From an optimization exercise on the open Yosys and OpenROAD flow, aimed at small area, a short achievable clock period and few clock cycles; shortcuts taken in it are not production practice. No functional check of the RTL was part of any run shown here. No activity file was given, so power comes from the tool's default toggle rates.

==> flow/design.v (outline; a module is shown in full before it is edited, if it fits) <==
// module mac_lane: 68 lines
// module mac_pp_tree: 489 lines
// module mac_acc_tree: 476 lines
// module mac_add48: 466 lines
// module mac_array: 98 lines
module mac_array (
  input  logic        clk,
  input  logic        arst_n_in,
  input  logic        in_valid,
  output logic        in_ready,
  input  logic [63:0] a_in,
  input  logic [63:0] b_in,
  input  logic        in_last,
  input  logic        round_in,
  input  logic        sat_in,
  output logic        out_valid,
  input  logic        out_ready,
  output logic [63:0] out,
  output logic [3:0]  out_ovf
);
  // ...
==> flow/run.sh <==
#!/bin/bash
# synth_recipe.tcl (not shown) runs the flow's synth.tcl, then flattens the netlist and writes it again
# the make line also repeats each setting of config.mk as NAME=value (left out here)
make -C /OpenROAD-flow-scripts/flow DESIGN_CONFIG=/design/flow/config.mk WORK_HOME=/design/flow/orfs CLKGATE_MAP_FILE= SYNTH_SCRIPT=/design/flow/synth_recipe.tcl finish
==> flow/config.mk <==
export PLATFORM = sky130hd
export DESIGN_NAME = mac_array
export DESIGN_NICKNAME = mac_array
export VERILOG_FILES = /design/flow/design.v
export SDC_FILE = /design/flow/constraint.sdc
export NUM_CORES = 4
export LEC_CHECK = 0
export ABC_AREA = 1
export CAP_MARGIN = 20
export CORE_MARGIN = 2
export CORE_UTILIZATION = 40
export SETUP_SLACK_MARGIN = 4.3
export SLEW_MARGIN = 20
==> flow/constraint.sdc <==
create_clock -name core_clock -period 7.0 [get_ports {clk}]
set_input_delay 1.4000 -clock core_clock [delete_from_list [all_inputs] [get_ports {clk}]]
set_output_delay 1.4000 -clock core_clock [all_outputs]
set_load 0.01 [all_outputs]
==> impl_metrics.py, run 1 <==
metrics = {
    "run_status": {
        "outcome": "timing/DRC/antenna clean",
    },
    "placed_design": {
        "dp_cells": 9306,
    },
    "detailed_routing": {
        "dr.pass1.iters": 5,
        "num_vias": 49000,
    },
    "layout": {
        "area_share_nonclk_buffers": 0.0723,
        "final_common_cell": "inv_1",
        "nNonClkBuffers": 707,
        "multi_input_gates": 4273,
        "area_growth_syn_to_layout_pct": 22.0,
    },
    "logic_synthesis": {
        "ys_seq_area_frac": 0.389,
        "async_reset_ff_frac": 0.0121,
        "synth.top_cells.by_count": "inv_1 (1229), dfxtp_1 (1020), nand2_1 (987)",
    },
    "pwr": {
        "powerComb_uw": 21600,
        "p_seq_frac": 0.306,
    },
    "cts": {
        "cts_hold_buf": 0,
        "cts_made_buffers": 142,
        "ctsRootBufferMaster": "clkbuf_16",
        "cts_setup_buffers": 283,
    },
    "worst_setup_path": {
        "crit_fanout": 1,
        "cp-startpoint": "o_q[48]$_DFFE_PP_",
        "path_delay_family": "flip-flops",
        "crit_slowest_cell": "edfxtp_1",
        "critPathCapture": "out[48]",
    },
    "global_route": {
        "grt_pass1_vias": 50100,
    },
    "timing": {
        "fmax_ghz": 0.346,
        "setup_viol": 0,
    },
}
==> run 2, diff against run 1 <==
--- a/flow/config.mk
+++ b/flow/config.mk
@@ -9,5 +9,5 @@
 export CAP_MARGIN = 20
 export CORE_MARGIN = 2
-export CORE_UTILIZATION = 40
+export CORE_UTILIZATION = 60
 export SETUP_SLACK_MARGIN = 4.3
 export SLEW_MARGIN = 20
==> run 2 against run 1 <==
Core utilization is 23 points higher. Total power is 0.50% higher. Die area is 33% lower. Cell area is 1.6% lower. Global-route usage is 9.4 points higher. Highest routed layer unchanged. Sequential share of layout area is 0.58 points higher.
==> impl_metrics.py, run 2 <==
metrics = {
    "logic_synthesis": {
        "synth_edf_count": 204,
        "ys_ff_latch": 1239,
        "synthFlopType": "dfxtp_1",
        "async_reset_ff_frac": 0.0121,
        "ys_warn_count": 2,
        "synth_top_area_frac": 0.295,
        "synth_top_area_cell": "dfxtp_1",
        "syn-cell-area_um2": 69200,
        "netlist_instances": 7031,
        "ys_seq_area_frac": 0.389,
        "syn_nets": 8154,
        "syn_avg_cell_area_um2": 9.84,
        "synth_top_cells_by_area": "dfxtp_1 (30%), fa_1 (20%), edfxtp_1 (8.9%)",
        "synth.top_cells.by_count": "inv_1 (1229), dfxtp_1 (1020), nand2_1 (987)",
        "synth.most_common_cell": "inv_1",
        "synth.distinct_cells": 46,
    },
    "detailed_routing": {
        "wl_per_cell_um": 19.5,
        "postRouteAntennaNets": 0,
        "wl_mm": 180,
        "dr.pass1.iters": 7,
        "drtIter0Drc": 4575,
        "post-route-drc-count": 0,
        "num_vias": 50600,
        "via_per_inst": 5.47,
    },
    "placed_design": {
        "placed_cell_area_um2": 72200,
        "gp_congestion": 0.938,
        "dp_slack_ns": 3.73,
        "dpl.hpwl_mm": 120,
        "port_buffers": 204,
    },
    "timing": {
        "setup_ws_ns": 4.07,
        "hold_slack_ns": 0.325,
        "grt_setup_unrepaired": "yes",
        "fmax_ghz": 0.341,
        "fin_crit_ns": 2.93,
        "skew_ns": 0.0178,
        "relSlewSlack": 0.325,
        "setup_viol": 0,
        "fin_setup_tns_ns": 0,
        "tightest_slew_ns": 1.01,
        "finalCritPeriodShare": 0.418,
        "hold_viol": 0,
        "finalMaxSlewViolations": 0,
    },
    "worst_setup_path": {
        "reg2reg_depth": 10,
        "crit-reg2reg-launch": "g_lane[3].u_lane.one_q[2]$_DFF_P_",
        "end_kind": "register",
        "start_kind": "register",
        "critPathKind": "register to register",
        "required_ns": 7.61,
        "crit_fanout": 4,
        "r2r_end": "g_lane[3].u_lane.pv_q[41]$_DFF_P_",
        "critPathCapture": "g_lane[3].u_lane.pv_q[41]$_DFF_P_",
        "cp_data_arrival_time_ns": 3.54,
        "reg2reg_slack_ns": 4.07,
        "cp-startpoint": "g_lane[3].u_lane.one_q[2]$_DFF_P_",
    },
    "layout": {
        "largest-register": "g_lane.u_lane.pv_q",
        "area_growth_syn_to_layout_pct": 20.0,
        "drive_above_1_share": 0.192,
        "nets": 8751,
        "largest_register_ffs": 340,
        "final_cell_mix": "inv_1 (1071), nand2_1 (985), dfxtp_1 (898)",
        "final_common_cell": "inv_1",
        "antennaDiodeCount": 0,
        "stdcell_area_um2": 83000,
        "top_regs": "g_lane.u_lane.pv_q x340, g_lane.u_lane.acc_s x192, g_lane.u_lane.acc_c x188",
    },
    "global_route": {
        "grt_max_degree": 208,
        "grt_use_total": 0.292,
        "grt-busiest-layer": "met2",
        "grt_pass1_wl_mm": 269,
        "met3_usage": 0.0623,
        "globalRouteMet1Util": 0.416,
        "grt_overflow": 0,
        "antenna_found_initial": 6,
        "grtUsageMet2": 0.448,
        "grt_pass1_vias": 49700,
    },
    "cts": {
        "cts_made_buffers": 138,
        "clock_path_buffers": 3,
        "cts_tree": "built",
        "ctsRootBufferMaster": "clkbuf_16",
        "clock-sinks": 1239,
        "worstSkewPairLatency_ns": 0.75,
        "cts_hold_buf": 0,
        "h-tree-depth": 4,
        "clkTransAtPathRegs_ns": 0.06,
    },
    "pwr": {
        "ir_drop_uv": 355,
        "leakage_uw": 0.0387,
        "power_uw": 42000,
        "p_per_area_nw_per_um2": 505,
    },
    "floorplanning": {
        "dieArea_um2": 118000,
        "die_h_um": 344,
        "initial_core_util": 0.605,
        "coreArea_um2": 114000,
        "boundaryPins": 205,
        "row_count": 124,
        "die_width_um": 344,
    },
    "run_status": {
        "outcome": "timing/DRC/antenna clean",
    },
    "run": {
        "drv_cap": 0,
    },
    "worst_hold_path": {
        "min_path_type": "register to register",
    },
}
## run 2: routing by layer
metal | part of all wire | vias up | wire length, µm
met5 | 0.00035 | - | 63
met4 | 0.041 | 6 | 7480
met3 | 0.091 | 607 | 16400
met2 | 0.44 | 2411 | 80300
met1 | 0.42 | 24300 | 76200
li1 | - | 23200 | -
## run 2: metrics by stage
stage / cells / util
after global routing: 9246 / 0.726
after detailed placement: 8504 / 0.632
final: 9246 / 0.726
after floorplan: 7031 / -
after CTS: 9043 / 0.697
after global placement: 8504 / 0.632
## run 2: logic make-up (layout without fill, tap and decap cells)
kind of cell | after synthesis | count (layout) | synth area share
muxes | 31 | 31 | 0.00497
AOI/OAI and AO/OA | 929 | 929 | 0.0813
buffers and inverters | 1519 | 2222 | 0.0841
DFF | 1239 | 1239 | 0.389
xor gates and xnor gates | 676 | 676 | 0.0856
adders and majority gates | 988 | 988 | 0.255
and+or+nand+nor | 1649 | 1649 | 0.100
## run 2: repair_timing
item,in CTS,in global routing
pin swaps,33,188
buffers inserted,270,192
resized for setup,675,373
gates cloned,23,11
endpoints found under the setup margin,269,222
## run 2: layout make-up
type	count	area, µm²
Timing Repair inverter	33	238
Inverter	1262	5230
Timing Repair Buffer	681	5870
Sequential cell	1239	27200
Fill cell	8113	31300
Multi-Input combinational cell	4273	38100
Clock buffer	190	3960
Tap cell	1512	1890
Clock inverter	56	564
## run 2: power by group
part	switching [µW]	internal, µW	total [µW]
clock network	2920	4260	7180
logic	13000	9040	22100
registers	1890	10800	12700
## run 2: worst min-delay path by stage
| stage | cells past startpoint | startpoint | to | slack, ns |
|---|---|---|---|---|
| after floorplan | 0 | r0_q$_DFF_P_ | r1_q$_DFF_P_ | 0.31 |
| after global placement | 0 | s1_q$_DFF_P_ | s2_q$_DFF_P_ | 0.31 |
| after detailed placement | 0 | s2_q$_DFF_P_ | s3_q$_DFF_P_ | 0.31 |
| after CTS | 0 | s2_q$_DFF_P_ | s3_q$_DFF_P_ | 0.32 |
| after global routing | 0 | r0_q$_DFF_P_ | r1_q$_DFF_P_ | 0.34 |
| final | 0 | s2_q$_DFF_P_ | s3_q$_DFF_P_ | 0.33 |
## run 2: critical path, cell delays in order, from the launching register on
cell	delay, ns
dfxtp_2	0.37
clkinvlp_4	0.22
buf_6	0.19
buf_6	0.13
o22ai_4	0.20
xor2_2	0.22
fa_1	0.47
inv_2	0.10
fa_1	0.41
inv_1	0.08
fa_2	0.42

==> afterwards: timing with drivers on the ports <==
The results above use ideal ports. As a check the final layouts listed here were re-extracted and re-timed, cells and wires unchanged.
Step 1 assumes that a clkbuf_16 drives the clock port and a buf_2 every other input.
Step 2 adds t to the input delays and takes it off the output delays; t is the mean of the earliest and latest rising clock arrival at the registers after step 1. Input paths then give back, and output paths get back, about the clock's delay inside the block.
Slacks: no drivers / after step 1 / after step 2; pairs: no drivers / after step 1.
run	shift t [ns]	setup WS [ns]	latest minus earliest clock arrival (ns)	slew at the worst register clock pin (ns)
run 1	0.849	4.109 / 4.031 / 3.542	0.033 / 0.033	0.07 / 0.07
run 2	0.809	4.071 / 4.070 / 3.747	0.025 / 0.026	0.06 / 0.06
After both steps every run listed still meets setup and hold. For run 1, which loses most, drivers alone change the setup slack by -0.078 ns; drivers and shift together by -0.567 ns.
